This is an optimization exercise on Yosys and OpenROAD, whose aim is small area, a short achievable clock period and few clock cycles, not a production implementation. At most, simulation tests tie the RTL to the original design; equivalence was not proved.

==> run X <==
// five_channel_median_ema_conditioner
module five_channel_median_ema_conditioner #(
	parameter int WINDOW      = 5,
	parameter int CAL_SAMPLES = 60,
	parameter int FRAC_BITS   = 8
) (
	input  logic                              clk,
	input  logic                              arst_n,
	input  logic                              req_valid,
	output logic                              req_ready,
	input  logic                              req_type,
	input  logic signed [medema_pkg::SAMPLE_W-1:0] req_thumb,
	input  logic signed [medema_pkg::SAMPLE_W-1:0] req_index,
	input  logic signed [medema_pkg::SAMPLE_W-1:0] req_middle,
	input  logic signed [medema_pkg::SAMPLE_W-1:0] req_ring,
	input  logic signed [medema_pkg::SAMPLE_W-1:0] req_pinky,
	output logic                              rsp_valid,
	input  logic                              rsp_ready,
	output logic                              rsp_kind,
	output logic [medema_pkg::SAMPLE_W-1:0]   rsp_bend_thumb,
	output logic [medema_pkg::SAMPLE_W-1:0]   rsp_bend_index,
	output logic [medema_pkg::SAMPLE_W-1:0]   rsp_bend_middle,
	output logic [medema_pkg::SAMPLE_W-1:0]   rsp_bend_ring,
	output logic [medema_pkg::SAMPLE_W-1:0]   rsp_bend_pinky,
	output logic signed [medema_pkg::SAMPLE_W-1:0] rsp_rest_thumb,
	output logic signed [medema_pkg::SAMPLE_W-1:0] rsp_rest_index,
	output logic signed [medema_pkg::SAMPLE_W-1:0] rsp_rest_middle,
	output logic signed [medema_pkg::SAMPLE_W-1:0] rsp_rest_ring,
	output logic signed [medema_pkg::SAMPLE_W-1:0] rsp_rest_pinky,
	input  logic                              cfg_valid,
	output logic                              cfg_ready,
	input  logic [medema_pkg::ALPHA_W-1:0]    cfg_alpha
);
clock: 10.0 ns
lec_check: 0
cap_margin: 20
core_margin: 2
core_utilization: 50
place_density: 0.7
setup_slack_margin: 5
slew_margin: 20
run.sh (not shown) runs the stock make flow with config.mk's settings and CLKGATE_MAP_FILE= SYNTH_SCRIPT=/design/flow/synth_recipe.tcl, a recipe that flattens the netlist after the stock synthesis.
==> inputs of run D, as changes to run X <==
--- a/flow/config.mk
+++ b/flow/config.mk
@@ -9,4 +9,3 @@
 export CORE_MARGIN = 2
-export CORE_UTILIZATION = 50
-export PLACE_DENSITY = 0.7
+export CORE_UTILIZATION = 40
 export SETUP_SLACK_MARGIN = 5
==> inputs of run G, as changes to run X <==
--- a/flow/config.mk
+++ b/flow/config.mk
@@ -10,4 +10,3 @@
 export CORE_UTILIZATION = 50
-export PLACE_DENSITY = 0.7
-export SETUP_SLACK_MARGIN = 5
+export SETUP_SLACK_MARGIN = 4.0
 export SLEW_MARGIN = 20
==> run notes <==
quantity                                                              run G           run D           run X
Final worst hold slack                                             0.485 ns        0.472 ns        0.466 ns
Final weighted congestion in routability-driven placement             0.941           0.937           0.984
Die Wd                                                               463 um          517 um          463 um
Number of tap cells inserted                                          2,805           3,515           2,805
Count of multi-input combinational gates                              8,530           8,533           8,534
Number of global-route vias before repair                            85,700          88,300          90,200
Worst Setup Start Kind                                            input pin        register        register
Max Fanout on Critical Path                                              45               3               6
Starting utilization of the core area                                 50.3%           40.2%           50.3%
Relative area of non-clock buffer cells in the final design           4.04%           7.04%           7.22%
Outcome                                                      finished clean  finished clean  finished clean
Final design area excluding fillers                            116,000 um^2    125,000 um^2    125,000 um^2
Clock transition at the registers of the reported paths             0.05 ns         0.06 ns         0.06 ns
Testbench counts of run X, summed over its fixed seeds: cycles 2,472.
Testbench counts of run D, summed over its fixed seeds: cycles 2,472.
Testbench counts of run G, summed over its fixed seeds: cycles 2,472.

========
==> v31 <==
five_channel_median_ema_conditioner, a different RTL version from the one above (not shown whole).
Settings: LEC_CHECK=0, CAP_MARGIN=20, CORE_MARGIN=2, CORE_UTILIZATION=40, SETUP_SLACK_MARGIN=5, SLEW_MARGIN=20; clock period 10.0 ns.
==> v10 (differences from v31) <==
--- a/flow/design.v
+++ b/flow/design.v
@@ -82,35 +82,12 @@
 		for (int j = 0; j < 4; j++) begin
 			s1 = s1 | ({16{r1[j]}} & win[j]);
 			s2 = s2 | ({16{r2[j]}} & win[j]);
 		end
 	end
-	function automatic logic slt16(logic [15:0] a, logic [15:0] b);
-		logic [15:0] ua, ub, l1, g1;
-		logic [7:0]  l2, g2;
-		logic [3:0]  l3, g3;
-		logic [1:0]  l4, g4;
-		ua = {~a[15], a[14:0]};
-		ub = {~b[15], b[14:0]};
-		l1 = ~ua & ub;
-		g1 = ua & ~ub;
-		for (int k = 0; k < 8; k++) begin
-			l2[k] = l1[2*k+1] | (~g1[2*k+1] & l1[2*k]);
-			g2[k] = g1[2*k+1] | (~l1[2*k+1] & g1[2*k]);
-		end
-		for (int k = 0; k < 4; k++) begin
-			l3[k] = l2[2*k+1] | (~g2[2*k+1] & l2[2*k]);
-			g3[k] = g2[2*k+1] | (~l2[2*k+1] & g2[2*k]);
-		end
-		for (int k = 0; k < 2; k++) begin
-			l4[k] = l3[2*k+1] | (~g3[2*k+1] & l3[2*k]);
-			g4[k] = g3[2*k+1] | (~l3[2*k+1] & g3[2*k]);
-		end
-		slt16 = l4[1] | (~g4[1] & l4[0]);
-	endfunction
 	for (genvar j = 0; j < 4; j++) begin : g_lt
-		assign lt[j] = is_hi[j] | (~is_lo[j] & slt16(x, win[j]));
+		assign lt[j] = is_hi[j] | (~is_lo[j] & ($signed(x) < $signed(win[j])));
 	end
 	logic x_lt_s1, x_lt_s2;
 	assign x_lt_s1 = |(r1 & lt);
 	assign x_lt_s2 = |(r2 & lt);
 	assign median  = x_lt_s1 ? s1 : (x_lt_s2 ? x : s2);
@@ -1021,20 +998,21 @@
 	input  logic                              cfg_valid,
 	output logic                              cfg_ready,
 	input  logic [medema_pkg::ALPHA_W-1:0]    cfg_alpha
 );
 	localparam int NCH = 5;
+	logic              ready_q;
 	logic              anz_q;
 	logic [4:0]        a_one_q, b_one_q;
 	logic [3:0]        a_two_q, b_two_q, a_neg_q, b_neg_q;
 	logic [3:0]        pad_hi_q, pad_lo_q;    
 	logic [5:0]        cal_cnt_q;
 	logic              va_q, ka_q, vb_q, kb_q, vc_q, kc_q;
 	logic              dact_q;
 	logic [2:0]        dcnt_q;
-	logic              o1v_q, o1k_q;
-	logic [NCH-1:0][15:0] o1d_q;
+	logic              o1v_q, o1k_q, o2v_q, o2k_q;
+	logic [NCH-1:0][15:0] o1d_q, o2d_q;
 	logic [NCH-1:0][3:0][15:0] win_q;
 	logic [NCH-1:0][5:0]       ord_q;
 	logic [NCH-1:0][15:0]      m_q;
 	logic [NCH-1:0][23:0]      q_q;
 	logic [NCH-1:0][23:0]      ema_q;
@@ -1061,74 +1039,90 @@
 		assign cb_one[i] = xb[2*i+1] ^ xb[2*i];
 		assign cb_two[i] = (xb[2*i+2] & ~xb[2*i+1] & ~xb[2*i]) | (~xb[2*i+2] & xb[2*i+1] & xb[2*i]);
 		assign cb_neg[i] = xb[2*i+2] & ~(xb[2*i+1] & xb[2*i]);
 	end
 	logic accept, acc_stream, acc_cal, acc_calc;
-	logic stall, div_last, div_step, hold_b, adv_b, cal_load;
-	assign stall      = o1v_q & ~rsp_ready;
-	assign req_ready  = ~dact_q & ~stall;
-	assign accept     = req_valid & req_ready;
+	logic mC, freeC, div_done, mB, freeB, mA;
+	logic pop, push;
+	logic va_n, ka_n, vb_n, kb_n, vc_n, kc_n, o1v_n, o2v_n, dact_n;
+	assign accept     = req_valid & ready_q;
 	assign acc_stream = accept & ~req_type;
 	assign acc_cal    = accept & req_type;
 	assign acc_calc   = acc_cal & (cal_cnt_q == 6'(CAL_SAMPLES - 1));
-	assign div_step   = dact_q & (dcnt_q != 3'd4);
-	assign div_last   = dcnt_q == 3'd4;
-	assign hold_b     = vb_q & kb_q & ~div_last;
-	assign adv_b      = ~stall & ~hold_b;
-	assign cal_load   = adv_b & vb_q & kb_q;
+	assign mC       = vc_q & ~o2v_q;
+	assign freeC    = ~vc_q | mC;
+	assign div_done = (dcnt_q == 3'd5);
+	assign mB       = vb_q & freeC & (~kb_q | div_done);
+	assign freeB    = ~vb_q | mB;
+	assign mA       = va_q & freeB;
+	assign pop      = o1v_q & rsp_ready;
+	assign push     = mC;
+	always_comb begin
+		va_n = (acc_stream | acc_calc) ? 1'b1 : (mA ? 1'b0 : va_q);
+		ka_n = (acc_stream | acc_calc) ? acc_calc : ka_q;
+		vb_n = mA ? 1'b1 : (mB ? 1'b0 : vb_q);
+		kb_n = mA ? ka_q : kb_q;
+		vc_n = mB ? 1'b1 : (mC ? 1'b0 : vc_q);
+		kc_n = mB ? kb_q : kc_q;
+		o1v_n = (~o1v_q | pop) ? (o2v_q | push) : 1'b1;
+		o2v_n = o2v_q ? (pop ? push : 1'b1) : (push & o1v_q & ~pop);
+		dact_n = acc_calc | (dact_q & ~(mB & kb_q));
+	end
 	always_ff @(posedge clk or negedge arst_n) begin
 		if (!arst_n) begin
+			ready_q   <= 1'b1;
 			anz_q     <= 1'b1;
 			a_one_q   <= 5'b01111;
 			a_two_q   <= 4'b0000;
 			a_neg_q   <= 4'b0010;
 			b_one_q   <= 5'b11111;
 			b_two_q   <= 4'b0000;
 			b_neg_q   <= 4'b1101;
 			pad_hi_q  <= 4'b0101;
 			pad_lo_q  <= 4'b1010;
+			for (int c = 0; c < NCH; c++)
+				ord_q[c] <= 6'b001000;
 			cal_cnt_q <= '0;
 			va_q <= 1'b0; ka_q <= 1'b0;
 			vb_q <= 1'b0; kb_q <= 1'b0;
 			vc_q <= 1'b0; kc_q <= 1'b0;
-			o1v_q  <= 1'b0;
+			o1v_q <= 1'b0; o2v_q <= 1'b0;
 			dact_q <= 1'b0;
 			dcnt_q <= '0;
 		end else begin
+			va_q <= va_n; ka_q <= ka_n;
+			vb_q <= vb_n; kb_q <= kb_n;
+			vc_q <= vc_n; kc_q <= kc_n;
+			o1v_q <= o1v_n; o2v_q <= o2v_n;
+			dact_q <= dact_n;
+			ready_q <= ~dact_n & (~va_n | ~vb_n | ~vc_n | ~o2v_n);
 			if (cfg_valid) begin
-				anz_q   <= (cfg_alpha != 9'd0);
+				anz_q <= (cfg_alpha != 9'd0);
 				a_one_q <= {cfg_a[8] | cfg_a[7], ca_one};
 				a_two_q <= ca_two;
 				a_neg_q <= ca_neg;
 				b_one_q <= {cfg_b[7], cb_one};
 				b_two_q <= cb_two;
 				b_neg_q <= cb_neg;
 			end
 			if (acc_stream) begin
 				pad_hi_q <= {pad_hi_q[2:0], 1'b0};
 				pad_lo_q <= {pad_lo_q[2:0], 1'b0};
+				for (int c = 0; c < NCH; c++) begin
+					ord_q[c][0] <= lt[c][0];
+					ord_q[c][1] <= lt[c][1];
+					ord_q[c][2] <= lt[c][2];
+					ord_q[c][3] <= ord_q[c][0];  
+					ord_q[c][4] <= ord_q[c][1];  
+					ord_q[c][5] <= ord_q[c][3];  
+				end
 			end
 			if (acc_cal)
 				cal_cnt_q <= acc_calc ? 6'd0 : cal_cnt_q + 6'd1;
-			if (!stall) begin
-				o1v_q <= vc_q;
-				vc_q  <= vb_q & adv_b;
-				kc_q  <= kb_q;
-			end
-			if (adv_b) begin
-				vb_q <= va_q;
-				kb_q <= ka_q;
-				va_q <= acc_stream | acc_calc;
-				ka_q <= acc_calc;
-			end
-			if (acc_calc)
-				dact_q <= 1'b1;
-			else if (cal_load)
-				dact_q <= 1'b0;
 			if (acc_calc)
 				dcnt_q <= '0;
-			else if (div_step)
+			else if (dact_q && !div_done)
 				dcnt_q <= dcnt_q + 3'd1;
 		end
 	end
 	logic [NCH-1:0][3:0]  lt;
 	logic [NCH-1:0][15:0] med;
@@ -1141,25 +1135,10 @@
 			.is_lo  (pad_lo_q),
 			.lt     (lt[c]),
 			.median (med[c])
 		);
 	end
-	always_ff @(posedge clk or negedge arst_n) begin
-		if (!arst_n) begin
-			for (int c = 0; c < NCH; c++)
-				ord_q[c] <= 6'b001000;
-		end else if (acc_stream) begin
-			for (int c = 0; c < NCH; c++) begin
-				ord_q[c][0] <= lt[c][0];
-				ord_q[c][1] <= lt[c][1];
-				ord_q[c][2] <= lt[c][2];
-				ord_q[c][3] <= ord_q[c][0];  
-				ord_q[c][4] <= ord_q[c][1];  
-				ord_q[c][5] <= ord_q[c][3];  
-			end
-		end
-	end
 	always_ff @(posedge clk) begin
 		if (acc_stream) begin
 			for (int c = 0; c < NCH; c++) begin
 				m_q[c]      <= med[c];
 				win_q[c][0] <= in_smp[c];
@@ -1177,75 +1156,81 @@
 			.neg (a_neg_q),
 			.q   (qa[c])
 		);
 	end
 	always_ff @(posedge clk) begin
-		if (adv_b) begin
+		if (mA) begin
 			for (int c = 0; c < NCH; c++)
 				q_q[c] <= qa[c];
 		end
 	end
 	logic [NCH-1:0][23:0] enext;
+	logic [NCH-1:0][15:0] quo;
 	for (genvar c = 0; c < NCH; c++) begin : g_ema
 		medema_ema_step u_ema (
 			.e      (ema_q[c]),
 			.q      (q_q[c]),
 			.one    (b_one_q),
 			.two    (b_two_q),
 			.neg    (b_neg_q),
 			.e_next (enext[c])
 		);
 	end
-	logic [15:0] quo;
-	logic [NCH-1:0][22:0] sum_rot;
 	medema_div u_div (
 		.sum      (sum_q[0]),
-		.quotient (quo)
+		.quotient (quo[0])
 	);
-	always_comb begin
-		for (int c = 0; c < NCH - 1; c++)
-			sum_rot[c] = sum_q[c+1];
-		sum_rot[NCH-1] = {{7{quo[15]}}, quo};
+	for (genvar c = 1; c < NCH; c++) begin : g_quo
+		assign quo[c] = '0;
 	end
 	always_ff @(posedge clk or negedge arst_n) begin
 		if (!arst_n) begin
 			ema_q <= '0;
 			off_q <= '0;
 			sum_q <= '0;
 		end else begin
-			if (cal_load) begin
+			if (mB && kb_q) begin
 				for (int c = 0; c < NCH; c++) begin
-					off_q[c] <= sum_rot[c][15:0];
-					ema_q[c] <= {sum_rot[c][15:0], 8'h00};
+					off_q[c] <= sum_q[c][15:0];
+					ema_q[c] <= {sum_q[c][15:0], 8'h00};
 					sum_q[c] <= '0;
 				end
 			end else begin
-				if (adv_b && vb_q && anz_q) begin
+				if (mB && anz_q) begin
 					for (int c = 0; c < NCH; c++)
 						ema_q[c] <= enext[c];
 				end
 				if (acc_cal) begin
 					for (int c = 0; c < NCH; c++)
 						sum_q[c] <= sum_q[c] + {{7{in_smp[c][15]}}, in_smp[c]};
-				end else if (div_step) begin
-					sum_q <= sum_rot;
+				end else if (dact_q && !div_done) begin
+					for (int c = 0; c < NCH - 1; c++)
+						sum_q[c] <= sum_q[c+1];
+					sum_q[NCH-1] <= {{7{quo[0][15]}}, quo[0]};
 				end
 			end
 		end
 	end
 	logic [NCH-1:0][15:0] cval;
 	for (genvar c = 0; c < NCH; c++) begin : g_bend
-		logic [15:0] t;
-		logic [16:0] dev;
-		assign t   = ema_q[c][23:8] + {15'b0, ema_q[c][23] & (|ema_q[c][7:0])};
-		assign dev = {t[15], t} - {off_q[c][15], off_q[c]};
-		assign cval[c] = kc_q ? off_q[c] : (dev[16] ? (16'd0 - dev[15:0]) : dev[15:0]);
+		logic        rnd;
+		logic [16:0] eh, off, dev, ndev;
+		assign rnd  = ema_q[c][23] & (|ema_q[c][7:0]);
+		assign eh   = {ema_q[c][23], ema_q[c][23:8]};
+		assign off  = {off_q[c][15], off_q[c]};
+		assign dev  = eh - off + {16'b0, rnd};
+		assign ndev = off - eh - {16'b0, rnd};
+		assign cval[c] = kc_q ? off_q[c] : (dev[16] ? ndev[15:0] : dev[15:0]);
 	end
 	always_ff @(posedge clk) begin
-		if (!stall) begin
-			o1d_q <= cval;
-			o1k_q <= kc_q;
+		if (!o1v_q || pop) begin
+			o1d_q <= o2v_q ? o2d_q : cval;
+			o1k_q <= o2v_q ? o2k_q : kc_q;
+		end
+		if (!o2v_q || pop) begin
+			o2d_q <= cval;
+			o2k_q <= kc_q;
 		end
 	end
 	assign rsp_valid       = o1v_q;
 	assign rsp_kind        = o1k_q;
 	assign rsp_bend_thumb  = o1k_q ? 16'h0 : o1d_q[0];
@@ -1256,7 +1241,8 @@
 	assign rsp_rest_thumb  = o1k_q ? o1d_q[0] : 16'h0;
 	assign rsp_rest_index  = o1k_q ? o1d_q[1] : 16'h0;
 	assign rsp_rest_middle = o1k_q ? o1d_q[2] : 16'h0;
 	assign rsp_rest_ring   = o1k_q ? o1d_q[3] : 16'h0;
 	assign rsp_rest_pinky  = o1k_q ? o1d_q[4] : 16'h0;
+	assign req_ready       = ready_q;
 	assign cfg_ready       = 1'b1;
 endmodule
==> summary of the runs <==
Of v31 and v10, v10 has the higher cell area (gap 5.5%, measured against v10). In v10 the worst hold slack is lower than in v31, by 17 ps. Of v31 and v10, v10 has the higher sequential share of layout area (gap 0.62 points). Between v31 and v10, the lower sequential cell count is in v31 (gap 83). Between v31 and v10, the lower synthesized area is in v31 (gap 7.3%, measured against v10). In v31 the die area is smaller than in v10, by 7.2%. Against v10, the non-clock buffer count of v31 is higher by 129. Against v10, the via count of v31 is smaller by 2.4%. Of v10 and v31, v10 has the higher clock-buffer cell count (gap 17).
==> figures <==
metric	v31	v10
FF+latch count	992	1075
Non-clock buffer area fraction after layout	0.0765	0.0684
Tmin final	5770 ps	5410 ps
Sequential area share after synthesis	0.258	0.261
Least-Margin Pin Slew	1180 ps	1110 ps
Placeable core area	268000 µm²	290000 µm²
Footprint of the multi-input gates	76300 µm²	79700 µm²
XOR/XNOR share of the synthesized area	0.106	0.0945
NumNets Final	13700	14900
Detail Route met3 WL	38.7 mm	37.1 mm
Initial core utilization	0.403	0.401
Clock transition at the register clock pins on the worst setup and hold paths after CTS	70 ps	60 ps
Total Routing Usage GR	0.277	0.257
Via-per-instance ratio	5.89	5.66
Final area over synthesized area	1.197x	1.174x
Worst setup slack before clock tree synthesis	3230 ps	3500 ps
Met3 routing resource usage after global routing	0.0686	0.0590
Run status	finished clean	finished clean
Testbench counts of v31, summed over its fixed seeds: cycles 2,472.
No functional check of the RTL was part of v10.

[re-timing with driven ports]
The results above use ideal ports. As a check the final layouts listed here were re-extracted and re-timed, cells and wires unchanged. Step 1 (the two cells are an assumption about what drives the block):
set clk [get_ports {clk}]
set_driving_cell -lib_cell sky130_fd_sc_hd__clkbuf_16 $clk
set_driving_cell -lib_cell sky130_fd_sc_hd__buf_2 [delete_from_list [all_inputs] $clk]
Step 2 times the ports against the registers' clock, not the clock port: input delays grow and output delays shrink by t, the midpoint of the rising clock arrivals with the driver on. a / b / c = ideal / step 1 / step 2; a / b = the first two.
run | shift t [ns] | slack for setup (ns) | hold WS [ns] | clock arrival spread, ns
run X | 0.922 | 4.587 / 4.587 / 4.128 | 0.466 / 0.466 / 0.466 | 0.062 / 0.062
run D | 0.898 | 4.588 / 4.588 / 4.142 | 0.472 / 0.472 / 0.472 | 0.084 / 0.084
run G | 0.912 | 4.123 / 3.982 / 3.270 | 0.485 / 0.485 / 0.485 | 0.053 / 0.052
v31 | 0.917 | 4.225 / 4.225 / 4.158 | 0.488 / 0.488 / 0.488 | 0.059 / 0.058
v10 | 0.927 | 4.586 / 4.586 / 4.245 | 0.472 / 0.472 / 0.472 | 0.091 / 0.091
After both steps setup and hold are still met in every run listed. For run G, which loses most, drivers alone change the setup slack by -0.141 ns; drivers and shift together by -0.853 ns.
